This design comes from an exercise in tuning for small area and a short achievable clock period on the open sky130 flow, not from production work.
Only simulation tests tie the RTL to the original design; equivalence was not proved.
Power and IR drop assume default switching activity.

==> design.v <==
package coproc_pkg;
  parameter int operand_w   = 16;    
  parameter int word_w      = 32;    
  parameter int mult_stages = 3;     
  parameter int cold_pulse_ext  = 6;
  parameter int warm_pulse_ext  = 2;
  parameter int debug_pulse_ext = 32;
  parameter int uptime_w = 32;    
  parameter int led_w    = 10;    
  typedef enum logic {
    pulse_idle   = 1'b0,
    pulse_active = 1'b1    
  } pulse_state_t;
endpackage
import coproc_pkg::*;
module pulse_timer #(
  parameter int pulse_ext = cold_pulse_ext    
) (
  input  logic CLOCK_50,
  input  logic hps_fpga_reset_n,
  input  logic run,        
  output logic expired     
);
  localparam int cnt_w = (pulse_ext > 1) ? $clog2(pulse_ext) : 1;
  localparam logic [cnt_w-1:0] last_val = cnt_w'(pulse_ext - 1);
  logic [cnt_w-1:0] cnt_q;
  always_ff @(posedge CLOCK_50 or negedge hps_fpga_reset_n) begin
    if (!hps_fpga_reset_n) begin
      cnt_q <= '0;
    end else if (run) begin
      if (expired) begin
        cnt_q <= '0;                    
      end else begin
        cnt_q <= cnt_q + 1'b1;
      end
    end
  end
  assign expired = (cnt_q == last_val);
endmodule
import coproc_pkg::*;
module reset_req_fsm #(
  parameter int pulse_ext = cold_pulse_ext    
) (
  input  logic CLOCK_50,
  input  logic hps_fpga_reset_n,
  input  logic req,       
  output logic pulse      
);
  logic         req_q;       
  logic         req_prev;    
  logic         rise;
  logic         expired;     
  coproc_pkg::pulse_state_t state_q;
  coproc_pkg::pulse_state_t state_d;
  always_ff @(posedge CLOCK_50 or negedge hps_fpga_reset_n) begin
    if (!hps_fpga_reset_n) begin
      req_q    <= 1'b0;
      req_prev <= 1'b0;
    end else begin
      req_q    <= req;        
      req_prev <= req_q;
    end
  end
  assign rise = req_q && !req_prev;    
  always_comb begin
    state_d = state_q;
    case (state_q)
      pulse_idle: begin
        if (rise) state_d = pulse_active;
      end
      pulse_active: begin
        if (expired) state_d = pulse_idle;
      end
      default: state_d = pulse_idle;
    endcase
  end
  always_ff @(posedge CLOCK_50 or negedge hps_fpga_reset_n) begin
    if (!hps_fpga_reset_n) begin
      state_q <= pulse_idle;
    end else begin
      state_q <= state_d;
    end
  end
  assign pulse = (state_q == pulse_active);
  pulse_timer #(
    .pulse_ext (pulse_ext)
  ) timer_inst (
    .CLOCK_50         (CLOCK_50),
    .hps_fpga_reset_n (hps_fpga_reset_n),
    .run              (pulse),
    .expired          (expired)
  );
endmodule
import coproc_pkg::*;
module mult_pipe #(
  parameter int stages = mult_stages    
) (
  input  logic              CLOCK_50,
  input  logic              hps_fpga_reset_n,
  input  logic [word_w-1:0] in_readdata,
  input  logic              in_waitrequest,
  output logic              in_read,
  output logic [word_w-1:0] out_writedata,
  output logic              out_write,
  input  logic              out_waitrequest
);
  logic              stall;
  logic [2:0]        vld_q;           
  logic [15:0]       op_b;            
  logic [16:0]       b_ext;           
  logic [15:0]       a_q;
  logic [7:0]        one_q, two_q, neg_q;
  logic              one8_q;
  logic [7:0]        one_d, two_d, neg_d;
  logic [76:0]       s1_d, s1_q;
  logic [27:0]       x2, y2, sum2;
  logic [word_w-1:0] p_d, p_q;
  assign stall   = out_waitrequest;
  assign in_read = !in_waitrequest && !stall;
  always_ff @(posedge CLOCK_50 or negedge hps_fpga_reset_n) begin
    if (!hps_fpga_reset_n) begin
      vld_q <= '0;
    end else if (!stall) begin
      vld_q <= {vld_q[1:0], in_read};
    end
  end
  assign op_b  = in_readdata[word_w-1:operand_w];
  assign b_ext = {op_b, 1'b0};
  always_comb begin
    for (int i = 0; i < 8; i++) begin
      one_d[i] = b_ext[2*i+1] ^ b_ext[2*i];
      two_d[i] = (b_ext[2*i+2] & !b_ext[2*i+1] & !b_ext[2*i]) |
                 (!b_ext[2*i+2] & b_ext[2*i+1] & b_ext[2*i]);
      neg_d[i] = b_ext[2*i+2];
    end
  end
  logic pp1;
  logic pp2;
  logic pp3;
  logic pp4;
  logic pp5;
  logic pp6;
  logic pp7;
  logic pp8;
  logic pp9;
  logic pp10;
  logic pp11;
  logic pp12;
  logic pp13;
  logic pp14;
  logic pp15;
  logic pp16;
  logic pp17;
  logic ns18;
  logic pp19;
  logic pp20;
  logic pp21;
  logic pp22;
  logic pp23;
  logic pp24;
  logic pp25;
  logic pp26;
  logic pp27;
  logic pp28;
  logic pp29;
  logic pp30;
  logic pp31;
  logic pp32;
  logic pp33;
  logic pp34;
  logic pp35;
  logic ns36;
  logic pp37;
  logic pp38;
  logic pp39;
  logic pp40;
  logic pp41;
  logic pp42;
  logic pp43;
  logic pp44;
  logic pp45;
  logic pp46;
  logic pp47;
  logic pp48;
  logic pp49;
  logic pp50;
  logic pp51;
  logic pp52;
  logic pp53;
  logic ns54;
  logic pp55;
  logic pp56;
  logic pp57;
  logic pp58;
  logic pp59;
  logic pp60;
  logic pp61;
  logic pp62;
  logic pp63;
  logic pp64;
  logic pp65;
  logic pp66;
  logic pp67;
  logic pp68;
  logic pp69;
  logic pp70;
  logic pp71;
  logic ns72;
  logic pp73;
  logic pp74;
  logic pp75;
  logic pp76;
  logic pp77;
  logic pp78;
  logic pp79;
  logic pp80;
  logic pp81;
  logic pp82;
  logic pp83;
  logic pp84;
  logic pp85;
  logic pp86;
  logic pp87;
  logic pp88;
  logic pp89;
  logic ns90;
  logic pp91;
  logic pp92;
  logic pp93;
  logic pp94;
  logic pp95;
  logic pp96;
  logic pp97;
  logic pp98;
  logic pp99;
  logic pp100;
  logic pp101;
  logic pp102;
  logic pp103;
  logic pp104;
  logic pp105;
  logic pp106;
  logic pp107;
  logic ns108;
  logic pp109;
  logic pp110;
  logic pp111;
  logic pp112;
  logic pp113;
  logic pp114;
  logic pp115;
  logic pp116;
  logic pp117;
  logic pp118;
  logic pp119;
  logic pp120;
  logic pp121;
  logic pp122;
  logic pp123;
  logic pp124;
  logic pp125;
  logic ns126;
  logic pp127;
  logic pp128;
  logic pp129;
  logic pp130;
  logic pp131;
  logic pp132;
  logic pp133;
  logic pp134;
  logic pp135;
  logic pp136;
  logic pp137;
  logic pp138;
  logic pp139;
  logic pp140;
  logic pp141;
  logic pp142;
  logic pp143;
  logic ns144;
  logic pp145;
  logic pp146;
  logic pp147;
  logic pp148;
  logic pp149;
  logic pp150;
  logic pp151;
  logic pp152;
  logic pp153;
  logic pp154;
  logic pp155;
  logic pp156;
  logic pp157;
  logic pp158;
  logic pp159;
  logic pp160;
  logic s161;
  logic c162;
  logic s163;
  logic c164;
  logic s165;
  logic c166;
  logic s167;
  logic c168;
  logic s169;
  logic c170;
  logic s171;
  logic c172;
  logic s173;
  logic c174;
  logic s175;
  logic c176;
  logic s177;
  logic c178;
  logic s179;
  logic c180;
  logic s181;
  logic c182;
  logic s183;
  logic c184;
  logic s185;
  logic c186;
  logic s187;
  logic c188;
  logic s189;
  logic c190;
  logic s191;
  logic c192;
  logic s193;
  logic c194;
  logic s195;
  logic c196;
  logic s197;
  logic c198;
  logic s199;
  logic c200;
  logic s201;
  logic c202;
  logic s203;
  logic c204;
  logic s205;
  logic c206;
  logic s207;
  logic c208;
  logic s209;
  logic c210;
  logic s211;
  logic c212;
  logic s213;
  logic c214;
  logic s215;
  logic c216;
  logic s217;
  logic c218;
  logic s219;
  logic c220;
  logic s221;
  logic c222;
  logic s223;
  logic c224;
  logic s225;
  logic c226;
  logic s227;
  logic c228;
  logic s229;
  logic c230;
  logic s231;
  logic c232;
  logic s233;
  logic c234;
  logic s235;
  logic c236;
  logic s237;
  logic c238;
  logic s239;
  logic c240;
  logic s241;
  logic c242;
  logic s243;
  logic c244;
  logic s245;
  logic c246;
  logic s247;
  logic c248;
  logic s249;
  logic c250;
  logic s251;
  logic c252;
  logic s253;
  logic c254;
  logic s255;
  logic c256;
  logic s257;
  logic c258;
  logic s259;
  logic c260;
  logic s261;
  logic c262;
  logic s263;
  logic c264;
  logic s265;
  logic c266;
  logic s267;
  logic c268;
  logic s269;
  logic c270;
  logic s271;
  logic c272;
  logic s273;
  logic c274;
  logic s275;
  logic c276;
  logic s277;
  logic c278;
  logic s279;
  logic c280;
  logic s281;
  logic c282;
  logic s283;
  logic c284;
  logic s285;
  logic c286;
  logic s287;
  logic c288;
  logic s289;
  logic c290;
  logic s291;
  logic c292;
  logic s293;
  logic c294;
  logic s295;
  logic c296;
  logic s297;
  logic c298;
  logic s299;
  logic c300;
  logic s301;
  logic c302;
  logic s303;
  logic c304;
  logic s305;
  logic c306;
  logic s307;
  logic c308;
  logic s309;
  logic c310;
  logic s311;
  logic c312;
  logic s313;
  logic c314;
  logic s315;
  logic c316;
  logic s317;
  logic c318;
  logic s319;
  logic c320;
  logic s321;
  logic c322;
  logic s323;
  logic c324;
  logic s325;
  logic c326;
  logic s327;
  logic c328;
  logic s329;
  logic c330;
  logic s331;
  logic c332;
  logic s333;
  logic c334;
  logic s335;
  logic c336;
  logic s337;
  logic c338;
  logic s339;
  logic c340;
  logic s341;
  logic c342;
  logic s343;
  logic c344;
  logic s345;
  logic c346;
  logic s347;
  logic c348;
  logic s349;
  logic c350;
  logic s351;
  logic c352;
  logic s353;
  logic c354;
  logic s355;
  logic c356;
  logic s357;
  logic c358;
  logic s359;
  logic c360;
  logic s361;
  logic c362;
  logic s363;
  logic c364;
  logic s365;
  logic c366;
  logic s367;
  logic c368;
  logic s369;
  logic c370;
  logic s371;
  logic c372;
  logic s373;
  logic c374;
  logic s375;
  logic c376;
  logic s377;
  logic c378;
  logic s379;
  logic c380;
  logic s381;
  logic c382;
  logic s383;
  logic c384;
  logic s385;
  logic c386;
  logic s387;
  logic c388;
  logic s389;
  logic c390;
  logic s391;
  logic c392;
  logic s393;
  logic c394;
  logic s395;
  logic c396;
  logic s397;
  logic c398;
  logic s399;
  logic c400;
  logic s401;
  logic c402;
  logic s403;
  logic c404;
  logic s405;
  logic c406;
  logic s409;
  logic c410;
  logic s411;
  logic c412;
  logic s413;
  logic c414;
  logic s415;
  logic c416;
  logic s417;
  logic c418;
  logic s419;
  logic c420;
  logic s421;
  logic c422;
  logic s423;
  logic c424;
  logic s425;
  logic c426;
  logic s427;
  logic c428;
  logic s429;
  logic c430;
  logic s431;
  logic c432;
  logic s433;
  logic c434;
  logic s435;
  logic c436;
  logic s437;
  logic c438;
  logic s439;
  logic c440;
  logic s441;
  logic c442;
  logic s443;
  logic c444;
  logic s445;
  logic c446;
  logic s447;
  logic c448;
  logic s449;
  logic c450;
  assign pp1 = ((one_q[0] & a_q[0])) ^ neg_q[0];
  assign pp2 = ((one_q[0] & a_q[1]) | (two_q[0] & a_q[0])) ^ neg_q[0];
  assign pp3 = ((one_q[0] & a_q[2]) | (two_q[0] & a_q[1])) ^ neg_q[0];
  assign pp4 = ((one_q[0] & a_q[3]) | (two_q[0] & a_q[2])) ^ neg_q[0];
  assign pp5 = ((one_q[0] & a_q[4]) | (two_q[0] & a_q[3])) ^ neg_q[0];
  assign pp6 = ((one_q[0] & a_q[5]) | (two_q[0] & a_q[4])) ^ neg_q[0];
  assign pp7 = ((one_q[0] & a_q[6]) | (two_q[0] & a_q[5])) ^ neg_q[0];
  assign pp8 = ((one_q[0] & a_q[7]) | (two_q[0] & a_q[6])) ^ neg_q[0];
  assign pp9 = ((one_q[0] & a_q[8]) | (two_q[0] & a_q[7])) ^ neg_q[0];
  assign pp10 = ((one_q[0] & a_q[9]) | (two_q[0] & a_q[8])) ^ neg_q[0];
  assign pp11 = ((one_q[0] & a_q[10]) | (two_q[0] & a_q[9])) ^ neg_q[0];
  assign pp12 = ((one_q[0] & a_q[11]) | (two_q[0] & a_q[10])) ^ neg_q[0];
  assign pp13 = ((one_q[0] & a_q[12]) | (two_q[0] & a_q[11])) ^ neg_q[0];
  assign pp14 = ((one_q[0] & a_q[13]) | (two_q[0] & a_q[12])) ^ neg_q[0];
  assign pp15 = ((one_q[0] & a_q[14]) | (two_q[0] & a_q[13])) ^ neg_q[0];
  assign pp16 = ((one_q[0] & a_q[15]) | (two_q[0] & a_q[14])) ^ neg_q[0];
  assign pp17 = ((two_q[0] & a_q[15])) ^ neg_q[0];
  assign ns18 = ~neg_q[0];
  assign pp19 = ((one_q[1] & a_q[0])) ^ neg_q[1];
  assign pp20 = ((one_q[1] & a_q[1]) | (two_q[1] & a_q[0])) ^ neg_q[1];
  assign pp21 = ((one_q[1] & a_q[2]) | (two_q[1] & a_q[1])) ^ neg_q[1];
  assign pp22 = ((one_q[1] & a_q[3]) | (two_q[1] & a_q[2])) ^ neg_q[1];
  assign pp23 = ((one_q[1] & a_q[4]) | (two_q[1] & a_q[3])) ^ neg_q[1];
  assign pp24 = ((one_q[1] & a_q[5]) | (two_q[1] & a_q[4])) ^ neg_q[1];
  assign pp25 = ((one_q[1] & a_q[6]) | (two_q[1] & a_q[5])) ^ neg_q[1];
  assign pp26 = ((one_q[1] & a_q[7]) | (two_q[1] & a_q[6])) ^ neg_q[1];
  assign pp27 = ((one_q[1] & a_q[8]) | (two_q[1] & a_q[7])) ^ neg_q[1];
  assign pp28 = ((one_q[1] & a_q[9]) | (two_q[1] & a_q[8])) ^ neg_q[1];
  assign pp29 = ((one_q[1] & a_q[10]) | (two_q[1] & a_q[9])) ^ neg_q[1];
  assign pp30 = ((one_q[1] & a_q[11]) | (two_q[1] & a_q[10])) ^ neg_q[1];
  assign pp31 = ((one_q[1] & a_q[12]) | (two_q[1] & a_q[11])) ^ neg_q[1];
  assign pp32 = ((one_q[1] & a_q[13]) | (two_q[1] & a_q[12])) ^ neg_q[1];
  assign pp33 = ((one_q[1] & a_q[14]) | (two_q[1] & a_q[13])) ^ neg_q[1];
  assign pp34 = ((one_q[1] & a_q[15]) | (two_q[1] & a_q[14])) ^ neg_q[1];
  assign pp35 = ((two_q[1] & a_q[15])) ^ neg_q[1];
  assign ns36 = ~neg_q[1];
  assign pp37 = ((one_q[2] & a_q[0])) ^ neg_q[2];
  assign pp38 = ((one_q[2] & a_q[1]) | (two_q[2] & a_q[0])) ^ neg_q[2];
  assign pp39 = ((one_q[2] & a_q[2]) | (two_q[2] & a_q[1])) ^ neg_q[2];
  assign pp40 = ((one_q[2] & a_q[3]) | (two_q[2] & a_q[2])) ^ neg_q[2];
  assign pp41 = ((one_q[2] & a_q[4]) | (two_q[2] & a_q[3])) ^ neg_q[2];
  assign pp42 = ((one_q[2] & a_q[5]) | (two_q[2] & a_q[4])) ^ neg_q[2];
  assign pp43 = ((one_q[2] & a_q[6]) | (two_q[2] & a_q[5])) ^ neg_q[2];
  assign pp44 = ((one_q[2] & a_q[7]) | (two_q[2] & a_q[6])) ^ neg_q[2];
  assign pp45 = ((one_q[2] & a_q[8]) | (two_q[2] & a_q[7])) ^ neg_q[2];
  assign pp46 = ((one_q[2] & a_q[9]) | (two_q[2] & a_q[8])) ^ neg_q[2];
  assign pp47 = ((one_q[2] & a_q[10]) | (two_q[2] & a_q[9])) ^ neg_q[2];
  assign pp48 = ((one_q[2] & a_q[11]) | (two_q[2] & a_q[10])) ^ neg_q[2];
  assign pp49 = ((one_q[2] & a_q[12]) | (two_q[2] & a_q[11])) ^ neg_q[2];
  assign pp50 = ((one_q[2] & a_q[13]) | (two_q[2] & a_q[12])) ^ neg_q[2];
  assign pp51 = ((one_q[2] & a_q[14]) | (two_q[2] & a_q[13])) ^ neg_q[2];
  assign pp52 = ((one_q[2] & a_q[15]) | (two_q[2] & a_q[14])) ^ neg_q[2];
  assign pp53 = ((two_q[2] & a_q[15])) ^ neg_q[2];
  assign ns54 = ~neg_q[2];
  assign pp55 = ((one_q[3] & a_q[0])) ^ neg_q[3];
  assign pp56 = ((one_q[3] & a_q[1]) | (two_q[3] & a_q[0])) ^ neg_q[3];
  assign pp57 = ((one_q[3] & a_q[2]) | (two_q[3] & a_q[1])) ^ neg_q[3];
  assign pp58 = ((one_q[3] & a_q[3]) | (two_q[3] & a_q[2])) ^ neg_q[3];
  assign pp59 = ((one_q[3] & a_q[4]) | (two_q[3] & a_q[3])) ^ neg_q[3];
  assign pp60 = ((one_q[3] & a_q[5]) | (two_q[3] & a_q[4])) ^ neg_q[3];
  assign pp61 = ((one_q[3] & a_q[6]) | (two_q[3] & a_q[5])) ^ neg_q[3];
  assign pp62 = ((one_q[3] & a_q[7]) | (two_q[3] & a_q[6])) ^ neg_q[3];
  assign pp63 = ((one_q[3] & a_q[8]) | (two_q[3] & a_q[7])) ^ neg_q[3];
  assign pp64 = ((one_q[3] & a_q[9]) | (two_q[3] & a_q[8])) ^ neg_q[3];
  assign pp65 = ((one_q[3] & a_q[10]) | (two_q[3] & a_q[9])) ^ neg_q[3];
  assign pp66 = ((one_q[3] & a_q[11]) | (two_q[3] & a_q[10])) ^ neg_q[3];
  assign pp67 = ((one_q[3] & a_q[12]) | (two_q[3] & a_q[11])) ^ neg_q[3];
  assign pp68 = ((one_q[3] & a_q[13]) | (two_q[3] & a_q[12])) ^ neg_q[3];
  assign pp69 = ((one_q[3] & a_q[14]) | (two_q[3] & a_q[13])) ^ neg_q[3];
  assign pp70 = ((one_q[3] & a_q[15]) | (two_q[3] & a_q[14])) ^ neg_q[3];
  assign pp71 = ((two_q[3] & a_q[15])) ^ neg_q[3];
  assign ns72 = ~neg_q[3];
  assign pp73 = ((one_q[4] & a_q[0])) ^ neg_q[4];
  assign pp74 = ((one_q[4] & a_q[1]) | (two_q[4] & a_q[0])) ^ neg_q[4];
  assign pp75 = ((one_q[4] & a_q[2]) | (two_q[4] & a_q[1])) ^ neg_q[4];
  assign pp76 = ((one_q[4] & a_q[3]) | (two_q[4] & a_q[2])) ^ neg_q[4];
  assign pp77 = ((one_q[4] & a_q[4]) | (two_q[4] & a_q[3])) ^ neg_q[4];
  assign pp78 = ((one_q[4] & a_q[5]) | (two_q[4] & a_q[4])) ^ neg_q[4];
  assign pp79 = ((one_q[4] & a_q[6]) | (two_q[4] & a_q[5])) ^ neg_q[4];
  assign pp80 = ((one_q[4] & a_q[7]) | (two_q[4] & a_q[6])) ^ neg_q[4];
  assign pp81 = ((one_q[4] & a_q[8]) | (two_q[4] & a_q[7])) ^ neg_q[4];
  assign pp82 = ((one_q[4] & a_q[9]) | (two_q[4] & a_q[8])) ^ neg_q[4];
  assign pp83 = ((one_q[4] & a_q[10]) | (two_q[4] & a_q[9])) ^ neg_q[4];
  assign pp84 = ((one_q[4] & a_q[11]) | (two_q[4] & a_q[10])) ^ neg_q[4];
  assign pp85 = ((one_q[4] & a_q[12]) | (two_q[4] & a_q[11])) ^ neg_q[4];
  assign pp86 = ((one_q[4] & a_q[13]) | (two_q[4] & a_q[12])) ^ neg_q[4];
  assign pp87 = ((one_q[4] & a_q[14]) | (two_q[4] & a_q[13])) ^ neg_q[4];
  assign pp88 = ((one_q[4] & a_q[15]) | (two_q[4] & a_q[14])) ^ neg_q[4];
  assign pp89 = ((two_q[4] & a_q[15])) ^ neg_q[4];
  assign ns90 = ~neg_q[4];
  assign pp91 = ((one_q[5] & a_q[0])) ^ neg_q[5];
  assign pp92 = ((one_q[5] & a_q[1]) | (two_q[5] & a_q[0])) ^ neg_q[5];
  assign pp93 = ((one_q[5] & a_q[2]) | (two_q[5] & a_q[1])) ^ neg_q[5];
  assign pp94 = ((one_q[5] & a_q[3]) | (two_q[5] & a_q[2])) ^ neg_q[5];
  assign pp95 = ((one_q[5] & a_q[4]) | (two_q[5] & a_q[3])) ^ neg_q[5];
  assign pp96 = ((one_q[5] & a_q[5]) | (two_q[5] & a_q[4])) ^ neg_q[5];
  assign pp97 = ((one_q[5] & a_q[6]) | (two_q[5] & a_q[5])) ^ neg_q[5];
  assign pp98 = ((one_q[5] & a_q[7]) | (two_q[5] & a_q[6])) ^ neg_q[5];
  assign pp99 = ((one_q[5] & a_q[8]) | (two_q[5] & a_q[7])) ^ neg_q[5];
  assign pp100 = ((one_q[5] & a_q[9]) | (two_q[5] & a_q[8])) ^ neg_q[5];
  assign pp101 = ((one_q[5] & a_q[10]) | (two_q[5] & a_q[9])) ^ neg_q[5];
  assign pp102 = ((one_q[5] & a_q[11]) | (two_q[5] & a_q[10])) ^ neg_q[5];
  assign pp103 = ((one_q[5] & a_q[12]) | (two_q[5] & a_q[11])) ^ neg_q[5];
  assign pp104 = ((one_q[5] & a_q[13]) | (two_q[5] & a_q[12])) ^ neg_q[5];
  assign pp105 = ((one_q[5] & a_q[14]) | (two_q[5] & a_q[13])) ^ neg_q[5];
  assign pp106 = ((one_q[5] & a_q[15]) | (two_q[5] & a_q[14])) ^ neg_q[5];
  assign pp107 = ((two_q[5] & a_q[15])) ^ neg_q[5];
  assign ns108 = ~neg_q[5];
  assign pp109 = ((one_q[6] & a_q[0])) ^ neg_q[6];
  assign pp110 = ((one_q[6] & a_q[1]) | (two_q[6] & a_q[0])) ^ neg_q[6];
  assign pp111 = ((one_q[6] & a_q[2]) | (two_q[6] & a_q[1])) ^ neg_q[6];
  assign pp112 = ((one_q[6] & a_q[3]) | (two_q[6] & a_q[2])) ^ neg_q[6];
  assign pp113 = ((one_q[6] & a_q[4]) | (two_q[6] & a_q[3])) ^ neg_q[6];
  assign pp114 = ((one_q[6] & a_q[5]) | (two_q[6] & a_q[4])) ^ neg_q[6];
  assign pp115 = ((one_q[6] & a_q[6]) | (two_q[6] & a_q[5])) ^ neg_q[6];
  assign pp116 = ((one_q[6] & a_q[7]) | (two_q[6] & a_q[6])) ^ neg_q[6];
  assign pp117 = ((one_q[6] & a_q[8]) | (two_q[6] & a_q[7])) ^ neg_q[6];
  assign pp118 = ((one_q[6] & a_q[9]) | (two_q[6] & a_q[8])) ^ neg_q[6];
  assign pp119 = ((one_q[6] & a_q[10]) | (two_q[6] & a_q[9])) ^ neg_q[6];
  assign pp120 = ((one_q[6] & a_q[11]) | (two_q[6] & a_q[10])) ^ neg_q[6];
  assign pp121 = ((one_q[6] & a_q[12]) | (two_q[6] & a_q[11])) ^ neg_q[6];
  assign pp122 = ((one_q[6] & a_q[13]) | (two_q[6] & a_q[12])) ^ neg_q[6];
  assign pp123 = ((one_q[6] & a_q[14]) | (two_q[6] & a_q[13])) ^ neg_q[6];
  assign pp124 = ((one_q[6] & a_q[15]) | (two_q[6] & a_q[14])) ^ neg_q[6];
  assign pp125 = ((two_q[6] & a_q[15])) ^ neg_q[6];
  assign ns126 = ~neg_q[6];
  assign pp127 = ((one_q[7] & a_q[0])) ^ neg_q[7];
  assign pp128 = ((one_q[7] & a_q[1]) | (two_q[7] & a_q[0])) ^ neg_q[7];
  assign pp129 = ((one_q[7] & a_q[2]) | (two_q[7] & a_q[1])) ^ neg_q[7];
  assign pp130 = ((one_q[7] & a_q[3]) | (two_q[7] & a_q[2])) ^ neg_q[7];
  assign pp131 = ((one_q[7] & a_q[4]) | (two_q[7] & a_q[3])) ^ neg_q[7];
  assign pp132 = ((one_q[7] & a_q[5]) | (two_q[7] & a_q[4])) ^ neg_q[7];
  assign pp133 = ((one_q[7] & a_q[6]) | (two_q[7] & a_q[5])) ^ neg_q[7];
  assign pp134 = ((one_q[7] & a_q[7]) | (two_q[7] & a_q[6])) ^ neg_q[7];
  assign pp135 = ((one_q[7] & a_q[8]) | (two_q[7] & a_q[7])) ^ neg_q[7];
  assign pp136 = ((one_q[7] & a_q[9]) | (two_q[7] & a_q[8])) ^ neg_q[7];
  assign pp137 = ((one_q[7] & a_q[10]) | (two_q[7] & a_q[9])) ^ neg_q[7];
  assign pp138 = ((one_q[7] & a_q[11]) | (two_q[7] & a_q[10])) ^ neg_q[7];
  assign pp139 = ((one_q[7] & a_q[12]) | (two_q[7] & a_q[11])) ^ neg_q[7];
  assign pp140 = ((one_q[7] & a_q[13]) | (two_q[7] & a_q[12])) ^ neg_q[7];
  assign pp141 = ((one_q[7] & a_q[14]) | (two_q[7] & a_q[13])) ^ neg_q[7];
  assign pp142 = ((one_q[7] & a_q[15]) | (two_q[7] & a_q[14])) ^ neg_q[7];
  assign pp143 = ((two_q[7] & a_q[15])) ^ neg_q[7];
  assign ns144 = ~neg_q[7];
  assign pp145 = one8_q & a_q[0];
  assign pp146 = one8_q & a_q[1];
  assign pp147 = one8_q & a_q[2];
  assign pp148 = one8_q & a_q[3];
  assign pp149 = one8_q & a_q[4];
  assign pp150 = one8_q & a_q[5];
  assign pp151 = one8_q & a_q[6];
  assign pp152 = one8_q & a_q[7];
  assign pp153 = one8_q & a_q[8];
  assign pp154 = one8_q & a_q[9];
  assign pp155 = one8_q & a_q[10];
  assign pp156 = one8_q & a_q[11];
  assign pp157 = one8_q & a_q[12];
  assign pp158 = one8_q & a_q[13];
  assign pp159 = one8_q & a_q[14];
  assign pp160 = one8_q & a_q[15];
  assign s161 = ~ns18;
  assign c162 = ns18;
  assign s163 = ~pp147;
  assign c164 = pp147;
  mult_ha u_s165 (.a(neg_q[5]), .b(pp11), .s(s165), .co(c166));
  mult_ha u_s167 (.a(pp12), .b(pp28), .s(s167), .co(c168));
  mult_fa u_s169 (.a(neg_q[6]), .b(pp13), .c(pp29), .s(s169), .co(c170));
  mult_ha u_s171 (.a(pp45), .b(pp61), .s(s171), .co(c172));
  mult_fa u_s173 (.a(pp14), .b(pp30), .c(pp46), .s(s173), .co(c174));
  mult_ha u_s175 (.a(pp62), .b(pp78), .s(s175), .co(c176));
  mult_fa u_s177 (.a(neg_q[7]), .b(pp15), .c(pp31), .s(s177), .co(c178));
  mult_fa u_s179 (.a(pp47), .b(pp63), .c(pp79), .s(s179), .co(c180));
  mult_ha u_s181 (.a(pp95), .b(pp111), .s(s181), .co(c182));
  mult_fa u_s183 (.a(pp16), .b(pp32), .c(pp48), .s(s183), .co(c184));
  mult_fa u_s185 (.a(pp64), .b(pp80), .c(pp96), .s(s185), .co(c186));
  mult_ha u_s187 (.a(pp112), .b(pp128), .s(s187), .co(c188));
  mult_fa u_s189 (.a(pp145), .b(pp17), .c(pp33), .s(s189), .co(c190));
  mult_fa u_s191 (.a(pp49), .b(pp65), .c(pp81), .s(s191), .co(c192));
  mult_fa u_s193 (.a(pp97), .b(pp113), .c(pp129), .s(s193), .co(c194));
  mult_fa u_s195 (.a(pp146), .b(s161), .c(pp34), .s(s195), .co(c196));
  mult_fa u_s197 (.a(pp50), .b(pp66), .c(pp82), .s(s197), .co(c198));
  mult_fa u_s199 (.a(pp98), .b(pp114), .c(pp130), .s(s199), .co(c200));
  mult_fa u_s201 (.a(c162), .b(s163), .c(pp35), .s(s201), .co(c202));
  mult_fa u_s203 (.a(pp51), .b(pp67), .c(pp83), .s(s203), .co(c204));
  mult_fa u_s205 (.a(pp99), .b(pp115), .c(pp131), .s(s205), .co(c206));
  mult_fa u_s207 (.a(ns36), .b(pp148), .c(c164), .s(s207), .co(c208));
  mult_fa u_s209 (.a(pp52), .b(pp68), .c(pp84), .s(s209), .co(c210));
  mult_fa u_s211 (.a(pp100), .b(pp116), .c(pp132), .s(s211), .co(c212));
  assign s213 = ~(pp149 ^ pp53);
  assign c214 = pp149 | pp53;
  mult_fa u_s215 (.a(pp69), .b(pp85), .c(pp101), .s(s215), .co(c216));
  mult_ha u_s217 (.a(pp117), .b(pp133), .s(s217), .co(c218));
  mult_fa u_s219 (.a(ns54), .b(pp150), .c(pp70), .s(s219), .co(c220));
  mult_fa u_s221 (.a(pp86), .b(pp102), .c(pp118), .s(s221), .co(c222));
  assign s223 = ~(pp151 ^ pp71);
  assign c224 = pp151 | pp71;
  mult_ha u_s225 (.a(pp87), .b(pp103), .s(s225), .co(c226));
  mult_fa u_s227 (.a(ns72), .b(pp152), .c(pp88), .s(s227), .co(c228));
  assign s229 = ~pp153;
  assign c230 = pp153;
  mult_ha u_s231 (.a(neg_q[3]), .b(pp7), .s(s231), .co(c232));
  mult_ha u_s233 (.a(pp8), .b(pp24), .s(s233), .co(c234));
  mult_fa u_s235 (.a(neg_q[4]), .b(pp9), .c(pp25), .s(s235), .co(c236));
  mult_ha u_s237 (.a(pp41), .b(pp57), .s(s237), .co(c238));
  mult_fa u_s239 (.a(pp10), .b(pp26), .c(pp42), .s(s239), .co(c240));
  mult_ha u_s241 (.a(pp58), .b(pp74), .s(s241), .co(c242));
  mult_fa u_s243 (.a(pp27), .b(pp43), .c(pp59), .s(s243), .co(c244));
  mult_fa u_s245 (.a(pp75), .b(pp91), .c(s165), .s(s245), .co(c246));
  mult_fa u_s247 (.a(pp44), .b(pp60), .c(pp76), .s(s247), .co(c248));
  mult_fa u_s249 (.a(pp92), .b(c166), .c(s167), .s(s249), .co(c250));
  mult_fa u_s251 (.a(pp77), .b(pp93), .c(pp109), .s(s251), .co(c252));
  mult_fa u_s253 (.a(c168), .b(s171), .c(s169), .s(s253), .co(c254));
  mult_fa u_s255 (.a(pp94), .b(pp110), .c(c172), .s(s255), .co(c256));
  mult_fa u_s257 (.a(s175), .b(c170), .c(s173), .s(s257), .co(c258));
  mult_fa u_s259 (.a(pp127), .b(c176), .c(s181), .s(s259), .co(c260));
  mult_fa u_s261 (.a(c174), .b(s177), .c(s179), .s(s261), .co(c262));
  mult_fa u_s263 (.a(c182), .b(s187), .c(c178), .s(s263), .co(c264));
  mult_fa u_s265 (.a(c180), .b(s183), .c(s185), .s(s265), .co(c266));
  mult_fa u_s267 (.a(c188), .b(c184), .c(c186), .s(s267), .co(c268));
  mult_fa u_s269 (.a(s189), .b(s191), .c(s193), .s(s269), .co(c270));
  mult_fa u_s271 (.a(c190), .b(c192), .c(c194), .s(s271), .co(c272));
  mult_fa u_s273 (.a(s195), .b(s197), .c(s199), .s(s273), .co(c274));
  mult_fa u_s275 (.a(c196), .b(c198), .c(c200), .s(s275), .co(c276));
  mult_fa u_s277 (.a(s201), .b(s203), .c(s205), .s(s277), .co(c278));
  mult_fa u_s279 (.a(s207), .b(c202), .c(c204), .s(s279), .co(c280));
  mult_fa u_s281 (.a(c206), .b(s209), .c(s211), .s(s281), .co(c282));
  mult_fa u_s283 (.a(c208), .b(s217), .c(c210), .s(s283), .co(c284));
  mult_fa u_s285 (.a(c212), .b(s213), .c(s215), .s(s285), .co(c286));
  mult_fa u_s287 (.a(pp134), .b(c218), .c(c214), .s(s287), .co(c288));
  mult_fa u_s289 (.a(c216), .b(s219), .c(s221), .s(s289), .co(c290));
  mult_fa u_s291 (.a(pp119), .b(pp135), .c(s225), .s(s291), .co(c292));
  mult_fa u_s293 (.a(c220), .b(c222), .c(s223), .s(s293), .co(c294));
  mult_fa u_s295 (.a(pp104), .b(pp120), .c(pp136), .s(s295), .co(c296));
  mult_fa u_s297 (.a(c226), .b(c224), .c(s227), .s(s297), .co(c298));
  mult_fa u_s299 (.a(s229), .b(pp89), .c(pp105), .s(s299), .co(c300));
  mult_fa u_s301 (.a(pp121), .b(pp137), .c(c228), .s(s301), .co(c302));
  mult_fa u_s303 (.a(ns90), .b(pp154), .c(c230), .s(s303), .co(c304));
  mult_fa u_s305 (.a(pp106), .b(pp122), .c(pp138), .s(s305), .co(c306));
  assign s307 = ~(pp155 ^ pp107);
  assign c308 = pp155 | pp107;
  mult_ha u_s309 (.a(pp123), .b(pp139), .s(s309), .co(c310));
  mult_fa u_s311 (.a(ns108), .b(pp156), .c(pp124), .s(s311), .co(c312));
  assign s313 = ~pp157;
  assign c314 = pp157;
  mult_ha u_s315 (.a(neg_q[2]), .b(pp5), .s(s315), .co(c316));
  mult_ha u_s317 (.a(pp6), .b(pp22), .s(s317), .co(c318));
  mult_fa u_s319 (.a(pp23), .b(pp39), .c(pp55), .s(s319), .co(c320));
  mult_fa u_s321 (.a(pp40), .b(pp56), .c(c232), .s(s321), .co(c322));
  mult_fa u_s323 (.a(pp73), .b(c234), .c(s237), .s(s323), .co(c324));
  mult_fa u_s325 (.a(c238), .b(s241), .c(c236), .s(s325), .co(c326));
  mult_fa u_s327 (.a(c242), .b(c240), .c(s243), .s(s327), .co(c328));
  mult_fa u_s329 (.a(c244), .b(s247), .c(c246), .s(s329), .co(c330));
  mult_fa u_s331 (.a(c248), .b(s251), .c(c250), .s(s331), .co(c332));
  mult_fa u_s333 (.a(c252), .b(s255), .c(c254), .s(s333), .co(c334));
  mult_fa u_s335 (.a(c256), .b(s259), .c(c258), .s(s335), .co(c336));
  mult_fa u_s337 (.a(c260), .b(c262), .c(s263), .s(s337), .co(c338));
  mult_fa u_s339 (.a(c264), .b(c266), .c(s267), .s(s339), .co(c340));
  mult_fa u_s341 (.a(c268), .b(c270), .c(s271), .s(s341), .co(c342));
  mult_fa u_s343 (.a(c272), .b(c274), .c(s275), .s(s343), .co(c344));
  mult_fa u_s345 (.a(c276), .b(c278), .c(s279), .s(s345), .co(c346));
  mult_fa u_s347 (.a(c280), .b(c282), .c(s283), .s(s347), .co(c348));
  mult_fa u_s349 (.a(c284), .b(c286), .c(s287), .s(s349), .co(c350));
  mult_fa u_s351 (.a(s291), .b(c288), .c(c290), .s(s351), .co(c352));
  mult_fa u_s353 (.a(s295), .b(c292), .c(c294), .s(s353), .co(c354));
  mult_fa u_s355 (.a(c296), .b(s299), .c(c298), .s(s355), .co(c356));
  mult_fa u_s357 (.a(s303), .b(c300), .c(s305), .s(s357), .co(c358));
  mult_fa u_s359 (.a(c304), .b(s309), .c(c306), .s(s359), .co(c360));
  mult_fa u_s361 (.a(pp140), .b(c310), .c(c308), .s(s361), .co(c362));
  mult_fa u_s363 (.a(s313), .b(pp125), .c(pp141), .s(s363), .co(c364));
  mult_fa u_s365 (.a(ns126), .b(pp158), .c(c314), .s(s365), .co(c366));
  assign s367 = ~pp159;
  assign c368 = pp159;
  mult_ha u_s369 (.a(neg_q[1]), .b(pp3), .s(s369), .co(c370));
  mult_ha u_s371 (.a(pp4), .b(pp20), .s(s371), .co(c372));
  mult_fa u_s373 (.a(pp21), .b(pp37), .c(s315), .s(s373), .co(c374));
  mult_fa u_s375 (.a(pp38), .b(c316), .c(s317), .s(s375), .co(c376));
  mult_fa u_s377 (.a(c318), .b(s231), .c(s319), .s(s377), .co(c378));
  mult_fa u_s379 (.a(s233), .b(c320), .c(s321), .s(s379), .co(c380));
  mult_fa u_s381 (.a(s235), .b(c322), .c(s323), .s(s381), .co(c382));
  mult_fa u_s383 (.a(s239), .b(c324), .c(s325), .s(s383), .co(c384));
  mult_fa u_s385 (.a(s245), .b(c326), .c(s327), .s(s385), .co(c386));
  mult_ha u_s387 (.a(s307), .b(c358), .s(s387), .co(c388));
  mult_fa u_s389 (.a(s311), .b(c360), .c(s361), .s(s389), .co(c390));
  mult_fa u_s391 (.a(c312), .b(s363), .c(c362), .s(s391), .co(c392));
  mult_fa u_s393 (.a(pp142), .b(s365), .c(c364), .s(s393), .co(c394));
  mult_fa u_s395 (.a(s367), .b(c366), .c(pp143), .s(s395), .co(c396));
  mult_fa u_s397 (.a(ns144), .b(pp160), .c(c368), .s(s397), .co(c398));
  mult_ha u_s399 (.a(neg_q[0]), .b(pp1), .s(s399), .co(c400));
  mult_ha u_s401 (.a(pp2), .b(c400), .s(s401), .co(c402));
  mult_fa u_s403 (.a(pp19), .b(s369), .c(c402), .s(s403), .co(c404));
  mult_fa u_s405 (.a(c370), .b(s371), .c(c404), .s(s405), .co(c406));
  assign s1_d = {c406, s397, c396, s395, c394, s393, c392, s391, c390, s389, c388, s359, s387, c356, s357, c302, s355, c354, s301, s353, c352, s297, s351, c350, s293, s349, c348, s289, s347, c346, s285, s345, c344, s281, s343, c342, s277, s341, c340, s273, s339, c338, s269, s337, c336, s265, s335, c334, s261, s333, c332, s257, s331, c330, s253, s329, c328, s249, c386, s385, c384, s383, c382, s381, c380, s379, c378, s377, c376, s375, c374, s373, c372, s405, s403, s401, s399};
  mult_fa u_s409 (.a(s1_q[18]), .b(s1_q[19]), .c(s1_q[20]), .s(s409), .co(c410));
  mult_fa u_s411 (.a(s1_q[22]), .b(s1_q[23]), .c(s1_q[24]), .s(s411), .co(c412));
  mult_fa u_s413 (.a(s1_q[25]), .b(s1_q[26]), .c(s1_q[27]), .s(s413), .co(c414));
  mult_fa u_s415 (.a(s1_q[28]), .b(s1_q[29]), .c(s1_q[30]), .s(s415), .co(c416));
  mult_fa u_s417 (.a(s1_q[31]), .b(s1_q[32]), .c(s1_q[33]), .s(s417), .co(c418));
  mult_fa u_s419 (.a(s1_q[34]), .b(s1_q[35]), .c(s1_q[36]), .s(s419), .co(c420));
  mult_fa u_s421 (.a(s1_q[37]), .b(s1_q[38]), .c(s1_q[39]), .s(s421), .co(c422));
  mult_fa u_s423 (.a(s1_q[40]), .b(s1_q[41]), .c(s1_q[42]), .s(s423), .co(c424));
  mult_fa u_s425 (.a(s1_q[43]), .b(s1_q[44]), .c(s1_q[45]), .s(s425), .co(c426));
  mult_fa u_s427 (.a(s1_q[46]), .b(s1_q[47]), .c(s1_q[48]), .s(s427), .co(c428));
  mult_fa u_s429 (.a(s1_q[49]), .b(s1_q[50]), .c(s1_q[51]), .s(s429), .co(c430));
  mult_fa u_s431 (.a(s1_q[52]), .b(s1_q[53]), .c(s1_q[54]), .s(s431), .co(c432));
  mult_fa u_s433 (.a(s1_q[55]), .b(s1_q[56]), .c(s1_q[57]), .s(s433), .co(c434));
  mult_fa u_s435 (.a(s1_q[58]), .b(s1_q[59]), .c(s1_q[60]), .s(s435), .co(c436));
  mult_fa u_s437 (.a(s1_q[61]), .b(s1_q[62]), .c(s1_q[63]), .s(s437), .co(c438));
  mult_ha u_s439 (.a(s1_q[64]), .b(s1_q[65]), .s(s439), .co(c440));
  mult_ha u_s441 (.a(s1_q[66]), .b(s1_q[67]), .s(s441), .co(c442));
  mult_ha u_s443 (.a(s1_q[68]), .b(s1_q[69]), .s(s443), .co(c444));
  mult_ha u_s445 (.a(s1_q[70]), .b(s1_q[71]), .s(s445), .co(c446));
  mult_ha u_s447 (.a(s1_q[72]), .b(s1_q[73]), .s(s447), .co(c448));
  mult_ha u_s449 (.a(s1_q[74]), .b(s1_q[75]), .s(s449), .co(c450));
  assign x2  = {s449, s447, s445, s443, s441, s439, s437, s435, s433, s431, s429, s427, s425, s423, s421, s419, s417, s415, s413, s411, s409, s1_q[16], s1_q[14], s1_q[12], s1_q[10], s1_q[8], s1_q[6], s1_q[4]};
  assign y2  = {c448, c446, c444, c442, c440, c438, c436, c434, c432, c430, c428, c426, c424, c422, c420, c418, c416, c414, c412, c410, s1_q[21], s1_q[17], s1_q[15], s1_q[13], s1_q[11], s1_q[9], s1_q[7], s1_q[5]};
  logic [27:0] g0, p0, cy;
  assign g0 = x2 & y2;
  assign p0 = x2 ^ y2;
  logic bg1;
  assign bg1 = g0[0] | (p0[0] & s1_q[76]);
  logic bg2;
  assign bg2 = g0[2] | (p0[2] & g0[1]);
  logic bp2;
  assign bp2 = p0[2] & p0[1];
  logic bg3;
  assign bg3 = g0[4] | (p0[4] & g0[3]);
  logic bp3;
  assign bp3 = p0[4] & p0[3];
  logic bg4;
  assign bg4 = g0[6] | (p0[6] & g0[5]);
  logic bp4;
  assign bp4 = p0[6] & p0[5];
  logic bg5;
  assign bg5 = g0[8] | (p0[8] & g0[7]);
  logic bp5;
  assign bp5 = p0[8] & p0[7];
  logic bg6;
  assign bg6 = g0[10] | (p0[10] & g0[9]);
  logic bp6;
  assign bp6 = p0[10] & p0[9];
  logic bg7;
  assign bg7 = g0[12] | (p0[12] & g0[11]);
  logic bp7;
  assign bp7 = p0[12] & p0[11];
  logic bg8;
  assign bg8 = g0[14] | (p0[14] & g0[13]);
  logic bp8;
  assign bp8 = p0[14] & p0[13];
  logic bg9;
  assign bg9 = g0[16] | (p0[16] & g0[15]);
  logic bp9;
  assign bp9 = p0[16] & p0[15];
  logic bg10;
  assign bg10 = g0[18] | (p0[18] & g0[17]);
  logic bp10;
  assign bp10 = p0[18] & p0[17];
  logic bg11;
  assign bg11 = g0[20] | (p0[20] & g0[19]);
  logic bp11;
  assign bp11 = p0[20] & p0[19];
  logic bg12;
  assign bg12 = g0[22] | (p0[22] & g0[21]);
  logic bp12;
  assign bp12 = p0[22] & p0[21];
  logic bg13;
  assign bg13 = g0[24] | (p0[24] & g0[23]);
  logic bp13;
  assign bp13 = p0[24] & p0[23];
  logic bg14;
  assign bg14 = g0[26] | (p0[26] & g0[25]);
  logic bp14;
  assign bp14 = p0[26] & p0[25];
  logic bg15;
  assign bg15 = g0[1] | (p0[1] & bg1);
  logic bg16;
  assign bg16 = bg2 | (bp2 & bg1);
  logic bg17;
  assign bg17 = g0[5] | (p0[5] & bg3);
  logic bp17;
  assign bp17 = p0[5] & bp3;
  logic bg18;
  assign bg18 = bg4 | (bp4 & bg3);
  logic bp18;
  assign bp18 = bp4 & bp3;
  logic bg19;
  assign bg19 = g0[9] | (p0[9] & bg5);
  logic bp19;
  assign bp19 = p0[9] & bp5;
  logic bg20;
  assign bg20 = bg6 | (bp6 & bg5);
  logic bp20;
  assign bp20 = bp6 & bp5;
  logic bg21;
  assign bg21 = g0[13] | (p0[13] & bg7);
  logic bp21;
  assign bp21 = p0[13] & bp7;
  logic bg22;
  assign bg22 = bg8 | (bp8 & bg7);
  logic bp22;
  assign bp22 = bp8 & bp7;
  logic bg23;
  assign bg23 = g0[17] | (p0[17] & bg9);
  logic bp23;
  assign bp23 = p0[17] & bp9;
  logic bg24;
  assign bg24 = bg10 | (bp10 & bg9);
  logic bp24;
  assign bp24 = bp10 & bp9;
  logic bg25;
  assign bg25 = g0[21] | (p0[21] & bg11);
  logic bp25;
  assign bp25 = p0[21] & bp11;
  logic bg26;
  assign bg26 = bg12 | (bp12 & bg11);
  logic bp26;
  assign bp26 = bp12 & bp11;
  logic bg27;
  assign bg27 = g0[25] | (p0[25] & bg13);
  logic bp27;
  assign bp27 = p0[25] & bp13;
  logic bg28;
  assign bg28 = bg14 | (bp14 & bg13);
  logic bp28;
  assign bp28 = bp14 & bp13;
  logic bg29;
  assign bg29 = g0[3] | (p0[3] & bg16);
  logic bg30;
  assign bg30 = bg3 | (bp3 & bg16);
  logic bg31;
  assign bg31 = bg17 | (bp17 & bg16);
  logic bg32;
  assign bg32 = bg18 | (bp18 & bg16);
  logic bg33;
  assign bg33 = g0[11] | (p0[11] & bg20);
  logic bp33;
  assign bp33 = p0[11] & bp20;
  logic bg34;
  assign bg34 = bg7 | (bp7 & bg20);
  logic bp34;
  assign bp34 = bp7 & bp20;
  logic bg35;
  assign bg35 = bg21 | (bp21 & bg20);
  logic bp35;
  assign bp35 = bp21 & bp20;
  logic bg36;
  assign bg36 = bg22 | (bp22 & bg20);
  logic bp36;
  assign bp36 = bp22 & bp20;
  logic bg37;
  assign bg37 = g0[19] | (p0[19] & bg24);
  logic bp37;
  assign bp37 = p0[19] & bp24;
  logic bg38;
  assign bg38 = bg11 | (bp11 & bg24);
  logic bp38;
  assign bp38 = bp11 & bp24;
  logic bg39;
  assign bg39 = bg25 | (bp25 & bg24);
  logic bp39;
  assign bp39 = bp25 & bp24;
  logic bg40;
  assign bg40 = bg26 | (bp26 & bg24);
  logic bp40;
  assign bp40 = bp26 & bp24;
  logic bg41;
  assign bg41 = g0[27] | (p0[27] & bg28);
  logic bp41;
  assign bp41 = p0[27] & bp28;
  logic bg42;
  assign bg42 = g0[7] | (p0[7] & bg32);
  logic bg43;
  assign bg43 = bg5 | (bp5 & bg32);
  logic bg44;
  assign bg44 = bg19 | (bp19 & bg32);
  logic bg45;
  assign bg45 = bg20 | (bp20 & bg32);
  logic bg46;
  assign bg46 = bg33 | (bp33 & bg32);
  logic bg47;
  assign bg47 = bg34 | (bp34 & bg32);
  logic bg48;
  assign bg48 = bg35 | (bp35 & bg32);
  logic bg49;
  assign bg49 = bg36 | (bp36 & bg32);
  logic bg50;
  assign bg50 = g0[23] | (p0[23] & bg40);
  logic bp50;
  assign bp50 = p0[23] & bp40;
  logic bg51;
  assign bg51 = bg13 | (bp13 & bg40);
  logic bp51;
  assign bp51 = bp13 & bp40;
  logic bg52;
  assign bg52 = bg27 | (bp27 & bg40);
  logic bp52;
  assign bp52 = bp27 & bp40;
  logic bg53;
  assign bg53 = bg28 | (bp28 & bg40);
  logic bp53;
  assign bp53 = bp28 & bp40;
  logic bg54;
  assign bg54 = bg41 | (bp41 & bg40);
  logic bp54;
  assign bp54 = bp41 & bp40;
  logic bg55;
  assign bg55 = g0[15] | (p0[15] & bg49);
  logic bg56;
  assign bg56 = bg9 | (bp9 & bg49);
  logic bg57;
  assign bg57 = bg23 | (bp23 & bg49);
  logic bg58;
  assign bg58 = bg24 | (bp24 & bg49);
  logic bg59;
  assign bg59 = bg37 | (bp37 & bg49);
  logic bg60;
  assign bg60 = bg38 | (bp38 & bg49);
  logic bg61;
  assign bg61 = bg39 | (bp39 & bg49);
  logic bg62;
  assign bg62 = bg40 | (bp40 & bg49);
  logic bg63;
  assign bg63 = bg50 | (bp50 & bg49);
  logic bg64;
  assign bg64 = bg51 | (bp51 & bg49);
  logic bg65;
  assign bg65 = bg52 | (bp52 & bg49);
  logic bg66;
  assign bg66 = bg53 | (bp53 & bg49);
  logic bg67;
  assign bg67 = bg54 | (bp54 & bg49);
  assign cy = {bg66, bg65, bg64, bg63, bg62, bg61, bg60, bg59, bg58, bg57, bg56, bg55, bg49, bg48, bg47, bg46, bg45, bg44, bg43, bg42, bg32, bg31, bg30, bg29, bg16, bg15, bg1, s1_q[76]};
  assign sum2 = p0 ^ cy;
  assign p_d = {sum2, {s1_q[3], s1_q[2], s1_q[1], s1_q[0]}};
  always_ff @(posedge CLOCK_50) begin
    if (!stall) begin
      a_q    <= in_readdata[operand_w-1:0];
      one_q  <= one_d;
      two_q  <= two_d;
      neg_q  <= neg_d;
      one8_q <= op_b[15];
      s1_q   <= s1_d;
      p_q    <= p_d;
    end
  end
  assign out_write     = vld_q[2];
  assign out_writedata = p_q;
endmodule
module mult_fa (
  input  logic a,
  input  logic b,
  input  logic c,
  output logic s,
  output logic co
);
  assign s  = a ^ b ^ c;
  assign co = (a & b) | (c & (a ^ b));
endmodule
module mult_ha (
  input  logic a,
  input  logic b,
  output logic s,
  output logic co
);
  assign s  = a ^ b;
  assign co = a & b;
endmodule
import coproc_pkg::*;
module coproc_top (
  input  logic                CLOCK_50,
  input  logic                hps_fpga_reset_n,
  input  logic [word_w-1:0]   in_readdata,
  input  logic                in_waitrequest,
  output logic                in_read,
  output logic [word_w-1:0]   out_writedata,
  output logic                out_write,
  input  logic                out_waitrequest,
  input  logic [2:0]          reset_req,
  output logic                cold_reset,
  output logic                warm_reset,
  output logic                debug_reset,
  output logic [uptime_w-1:0] status_count,
  output logic [led_w-1:0]    ledr
);
  logic [uptime_w-1:0] uptime_q;    
  mult_pipe #(
    .stages (mult_stages)
  ) mult_inst (
    .CLOCK_50         (CLOCK_50),
    .hps_fpga_reset_n (hps_fpga_reset_n),
    .in_readdata      (in_readdata),
    .in_waitrequest   (in_waitrequest),
    .in_read          (in_read),
    .out_writedata    (out_writedata),
    .out_write        (out_write),
    .out_waitrequest  (out_waitrequest)
  );
  reset_req_fsm #(
    .pulse_ext (cold_pulse_ext)
  ) cold_req_inst (
    .CLOCK_50         (CLOCK_50),
    .hps_fpga_reset_n (hps_fpga_reset_n),
    .req              (reset_req[0]),
    .pulse            (cold_reset)
  );
  reset_req_fsm #(
    .pulse_ext (warm_pulse_ext)
  ) warm_req_inst (
    .CLOCK_50         (CLOCK_50),
    .hps_fpga_reset_n (hps_fpga_reset_n),
    .req              (reset_req[1]),
    .pulse            (warm_reset)
  );
  reset_req_fsm #(
    .pulse_ext (debug_pulse_ext)
  ) debug_req_inst (
    .CLOCK_50         (CLOCK_50),
    .hps_fpga_reset_n (hps_fpga_reset_n),
    .req              (reset_req[2]),
    .pulse            (debug_reset)
  );
  localparam int grp_w = 8;
  localparam int n_grp = uptime_w / grp_w;
  logic [uptime_w-1:0] uptime_d;
  logic [n_grp-1:0]    grp_cin;
  logic [grp_w:0]      carry [n_grp];    
  assign grp_cin[0] = 1'b1;
  for (genvar g = 1; g < n_grp; g++) begin : g_cin
    assign grp_cin[g] = grp_cin[g-1] & (&uptime_q[g*grp_w-1 -: grp_w]);
  end
  for (genvar g = 0; g < n_grp; g++) begin : g_grp
    for (genvar i = 0; i < grp_w; i++) begin : g_bit
      if (g == 0 && i == 0) begin : g_lsb
        assign uptime_d[0]  = !uptime_q[0];
        assign carry[0][1]  = uptime_q[0];
      end else begin : g_ha
        uptime_ha ha_inst (
          .a  (uptime_q[g*grp_w+i]),
          .b  ((i == 0) ? grp_cin[g] : carry[g][i]),
          .s  (uptime_d[g*grp_w+i]),
          .co (carry[g][i+1])
        );
      end
    end
  end
  always_ff @(posedge CLOCK_50 or negedge hps_fpga_reset_n) begin
    if (!hps_fpga_reset_n) begin
      uptime_q <= '0;
    end else begin
      uptime_q <= uptime_d;    
    end
  end
  assign status_count = uptime_q;                        
  assign ledr         = uptime_q[uptime_w-1 -: led_w];   
endmodule
module uptime_ha (
  input  logic a,
  input  logic b,
  output logic s,
  output logic co
);
  assign s  = a ^ b;
  assign co = a & b;
endmodule
==> flow/run.sh <==
#!/bin/bash
# Layout flow: the standard ORFS flow, with the port buffers that the
# placement step inserts made from sky130_fd_sc_hd__buf_1, which the timing
# repair may then resize, instead of the delay-cell buffer the resizer picks;
# and with ORFS's power recovery after global routing, which downsizes gates
# on paths that keep positive slack.
set -euo pipefail
bash standard.sh "BUFFER_PORTS_ARGS=-buffer_cell sky130_fd_sc_hd__buf_1" RECOVER_POWER=100 finish > orfs_make.log 2>&1
==> standard.sh <==
#!/bin/bash
# synth_recipe.tcl (not shown) runs the flow's synth.tcl, then flattens the netlist and writes it again
# the make line also repeats each setting of config.mk as NAME=value (left out here)
make -C /OpenROAD-flow-scripts/flow DESIGN_CONFIG=/design/flow/config.mk WORK_HOME=/design/flow/orfs CLKGATE_MAP_FILE= SYNTH_SCRIPT=/design/flow/synth_recipe.tcl "${@:-finish}"
==> config.mk <==
export PLATFORM = sky130hd
export DESIGN_NAME = coproc_top
export DESIGN_NICKNAME = coproc_top
export VERILOG_FILES = /design/flow/design.v
export SDC_FILE = /design/flow/constraint.sdc
export NUM_CORES = 4
export LEC_CHECK = 0
export CAP_MARGIN = 20
export CORE_MARGIN = 2
export CORE_UTILIZATION = 65
export CTS_CLUSTER_DIAMETER = 150
export CTS_CLUSTER_SIZE = 30
export SETUP_SLACK_MARGIN = 3.7
export SLEW_MARGIN = 20
export SYNTH_HIERARCHICAL = 1
==> constraint.sdc <==
create_clock -name core_clock -period 6.8 [get_ports {CLOCK_50}]
set_input_delay 1.3600 -clock core_clock [delete_from_list [all_inputs] [get_ports {CLOCK_50}]]
set_output_delay 1.3600 -clock core_clock [all_outputs]
set_load 0.01 [all_outputs]
==> impl_metrics.sql <==
INSERT INTO impl_metrics (metric_group, metric, value, unit) VALUES
('setup_path', 'worst_reg2reg_setup_slack', '3.29', 'ns'),
('synthesis', 'yosys_most_used_dff', 'sky130_fd_sc_hd__edfxtp_1', ''),
('synthesis', 'synth_top_area_share', '33.7', '%'),
('worst_hold_path', 'hold_path.startpoint', 'warm_req_inst.req_q', ''),
('setup_path', 'critPathRequiredTime', '6.84', 'ns'),
('floorplan', 'floorplan.initialDensity', '65.9', '%'),
('detailed_routing', 'detail_route.vias_per_cell', '6.04', ''),
('power', 'power_density', '461', 'nW/µm²'),
('synthesis', 'synth_area_leader_cell', 'sky130_fd_sc_hd__edfxtp_1', ''),
('floorplan', 'die_y', '147', 'µm'),
('synthesis', 'share_of_synthesized_area_occupied_by_flip_flops_and_latches', '43.6', '%'),
('clock_network', 'clock_transition_at_the_register_clock_pins_on_the_worst_setup_and_hold_paths_after_cts', '0.11', 'ns'),
('synthesis', 'synth_fp_nets', '1256', ''),
('run_status', 'checkFailReasons', 'max-capacitance violations, max-slew violations', ''),
('clock_network', 'cts_max_path_buffers', '3', ''),
('global_routing', 'grt_overflow', '0', ''),
('cells_and_area', 'area_delta_synth_final', '7.87', '%'),
('synthesis', 'post_synth_mux_area_share', '0.941', '%'),
('sta', 'final_setup_vio_count', '0', ''),
('detailed_routing', 'first_pass_iters', '5', ''),
('power', 'vdd_ir_drop_max', '247', 'µV'),
('worst_hold_path', 'hold_path_class', 'flip-flop to flip-flop', ''),
('floorplan', 'design.portCount', '118', ''),
('power', 'switching_power', '2.57', 'mW'),
('run_status', 'outcome', 'finished with violations', ''),
('synthesis', 'async_reset_ff_share', '26.2', '%'),
('global_routing', 'grt_use_total', '24.6', '%'),
('cells_and_area', 'fin_area', '14300', 'µm²'),
('setup_path', 'timing.critical_path.fanout_max', '56', ''),
('detailed_routing', 'vias', '8193', ''),
('cells_and_area', 'fin_nets', '1326', ''),
('placed_design', 'dp_hpwl', '18.0', 'mm'),
('sta', 'worst_clock_skew', '0.0151', 'ns'),
('flow_run', 'max_cap_viol_count', '2', ''),
('sta', 'fin_setup_tns', '0', 'ns'),
('power', 'p_leak', '5.65', 'nW'),
('global_routing', 'grt_first_pass_wirelength', '42.3', 'mm'),
('sta', 'timing_hold_violations_final', '0', ''),
('global_routing', 'maximum_number_of_pins_on_one_net_before_global_route_repair', '70', ''),
('power', 'fin_total_pwr', '6.61', 'mW'),
('sta', 'worstMarginPinSlew', '3.02', 'ns'),
('setup_path', 'rr_endpoint', 'mult_inst.p_q[30]', ''),
('global_routing', 'first_global_vias', '8138', ''),
('synthesis', 'synth_warnings', '16', ''),
('floorplan', 'design.die.area', '21600', 'µm²'),
('cells_and_area', 'multi_input_area', '7010', 'µm²'),
('detailed_routing', 'detail-route-antenna-nets', '0', ''),
('sta', 'drv_slew', '111', ''),
('sta', 'maxSlewHeadroom', '-102', '%'),
('detailed_routing', 'detail_route.wl_per_cell', '19.2', 'µm'),
('clock_network', 'cts_buffers', '10', ''),
('sta', 'grt_setup_unrepaired', 'yes', ''),
('power', 'power.share.sequential', '34.2', '%'),
('synthesis', 'synth_compound_area_share', '10.0', '%'),
('clock_network', 'cts_hold_buf', '0', ''),
('floorplan', 'number_of_rows_created_at_floorplan', '52', ''),
('clock_network', 'cts.root.buffer_cell', 'sky130_fd_sc_hd__clkbuf_16', ''),
('synthesis', 'synth-edff-count', '149', ''),
('detailed_routing', 'drt_iter0_markers', '737', ''),
('clock_network', 'cts.sinks', '202', ''),
('floorplan', 'die_width', '147', 'µm'),
('setup_path', 'type_of_element_capturing_the_critical_path', 'flip-flop', ''),
('power', 'power.internal', '4.04', 'mW'),
('global_routing', 'antenna_found_initial', '0', ''),
('synthesis', 'ys_seq_elements', '202', ''),
('synthesis', 'synth_xor_area_share', '10.6', '%'),
('power', 'clock_power_share', '10.2', '%'),
('synthesis', 'synth.distinct_cells', '57', ''),
('sta', 'min_period', '4.44', 'ns'),
('synthesis', 'syn-instance-count', '1014', ''),
('cells_and_area', 'layout.core_utilization', '71.1', '%');
==> Yosys cell counts (3+ instances only) <==
master                      instances
sky130_fd_sc_hd__nand2_1           32
sky130_fd_sc_hd__o311ai_1           3
sky130_fd_sc_hd__dfrtp_1           53
sky130_fd_sc_hd__nand3_1            3
sky130_fd_sc_hd__xor2_1            15
sky130_fd_sc_hd__a21o_1             4
sky130_fd_sc_hd__fa_1             115
sky130_fd_sc_hd__ha_1              88
sky130_fd_sc_hd__and3_1             4
sky130_fd_sc_hd__a221o_1            3
sky130_fd_sc_hd__a22oi_1          120
sky130_fd_sc_hd__nor2b_1            3
sky130_fd_sc_hd__nand2b_1          14
sky130_fd_sc_hd__nand4_1            5
sky130_fd_sc_hd__o2111ai_1          3
sky130_fd_sc_hd__nor3_1            11
sky130_fd_sc_hd__o21ai_0           12
sky130_fd_sc_hd__nor2_1            12
sky130_fd_sc_hd__mux2i_1            5
sky130_fd_sc_hd__and2_1            14
sky130_fd_sc_hd__nand3b_1           8
sky130_fd_sc_hd__buf_4             11
sky130_fd_sc_hd__a211oi_2           3
sky130_fd_sc_hd__mux2_2             4
sky130_fd_sc_hd__edfxtp_1         149
sky130_fd_sc_hd__inv_1             40
sky130_fd_sc_hd__clkbuf_1          79
sky130_fd_sc_hd__buf_1              3
sky130_fd_sc_hd__a21oi_1           15
sky130_fd_sc_hd__xnor2_1          146
==> critical path, stage by stage <==
cell and delay (ns):
sky130_fd_sc_hd__clkbuf_1 0.16, sky130_fd_sc_hd__clkinvlp_2 0.72, sky130_fd_sc_hd__clkbuf_1 2.20
==> per-stage QoR <==
stage / hold slack, ns / setup slack (ns) / instances
3_5_place_dp: 0.372 / 3.46 / 1314
4_1_cts: 0.396 / 3.69 / 1334
2_1_floorplan: 0.355 / 2.90 / 1014
5_1_grt: 0.401 / 1.94 / 1357
6_report: 0.397 / 2.36 / 1357
3_3_place_gp: 0.359 / 3.55 / 1314
==> state kept, by name, indices dropped and copies added (netlist names), 5 cells and up <==
register / cells
debug_req_inst.timer_inst.cnt_q: 5
mult_inst.a_q: 16
mult_inst.neg_q: 7
mult_inst.one_q: 8
mult_inst.p_q: 32
mult_inst.s1_q: 77
mult_inst.two_q: 8
uptime_q: 32
==> worst max path at each step <==
stage,from,endpoint,slack (ns),cells past startpoint
3_5_place_dp,mult_inst.s1_q[28],mult_inst.p_q[26],3.46,8
5_1_grt,out_waitrequest,mult_inst.s1_q[62],1.94,3
2_1_floorplan,out_waitrequest,mult_inst.a_q[0],2.90,1
6_report,out_waitrequest,mult_inst.s1_q[72],2.36,3
4_1_cts,mult_inst.s1_q[18],mult_inst.p_q[30],3.69,8
3_3_place_gp,mult_inst.s1_q[28],mult_inst.p_q[26],3.55,8
==> Yosys stat by module, one instance, submodules excluded, excerpt <==
| module | cells | flip-flops and latches | area [µm²] |
|---|---|---|---|
| mult_fa | 1 | 0 | 20.0 |
| uptime_ha | 1 | 0 | 12.5 |
| mult_ha | 1 | 0 | 12.5 |
| coproc_top | 54 | 32 | 963 |
==> power groups by stage <==
stage	Combinational (mW)	Clock [mW]	Sequential, mW
global placement	3.19	0	2.30
detailed placement	3.34	0	2.31
floorplan	2.53	0	2.22
finish	3.68	0.675	2.26
global route	4.15	0.727	2.31
CTS	3.43	0.694	2.28
==> routing by layer <==
layer  GRT usage (%)  wire (µm)  up-vias
li1                -          -     3716
met1            37.7      11800     4109
met2            38.4      12200      334
met3            2.80       1670       34
met4            6.06        401        0
met5               0          0        -
==> timing repair <==
item                                    CTS  global route
pin swaps                                 5            15
setup buffers                             5            23
resized for setup                         5            18
endpoints found under the hold margin     0             0
endpoints found under the setup margin   12            23
==> final cells by class <==
cell class | instances | area share (%)
repair buffers | 151 | 5.21
clock inverters | 1 | 0.0611
clock buffers | 14 | 2.00
flip-flops and latches | 202 | 40.5
well taps | 270 | 2.36
inverters | 40 | 1.06
multi-input cells | 679 | 48.9
==> cell families after synthesis <==
| logic type | count (synthesis) |
|---|---|
| XOR/XNOR | 161 |
| adder cells (fa/ha/maj) | 203 |
| buffers and inverters | 133 |
| AND/OR/NAND/NOR | 122 |
| flip-flops | 202 |
| multiplexers | 11 |
| AO/OA/AOI/OAI | 182 |

port drivers added, routing unchanged:
How much do the figures lean on ideal ports? The routed layout below was timed once more, with nothing changed but the port constraints.
Step 1: set_driving_cell puts a clkbuf_16 on CLOCK_50 and a buf_2 on each other input, an assumption about the parent block.
Step 2, shift: input delay + t, output delay - t, t = (earliest + latest rising clock arrival at the registers) / 2. This alone moves slack from input paths to output paths.
Three values: ideal, step 1, step 2; two values: the first two.
shift t [ns]: 0.516
setup WS [ns]: 2.357 / 2.384 / 1.868
latest minus earliest clock arrival (ns): 0.018 / 0.018
The setup slack of this run moves by +0.027 ns with the drivers and by -0.489 ns with both steps.
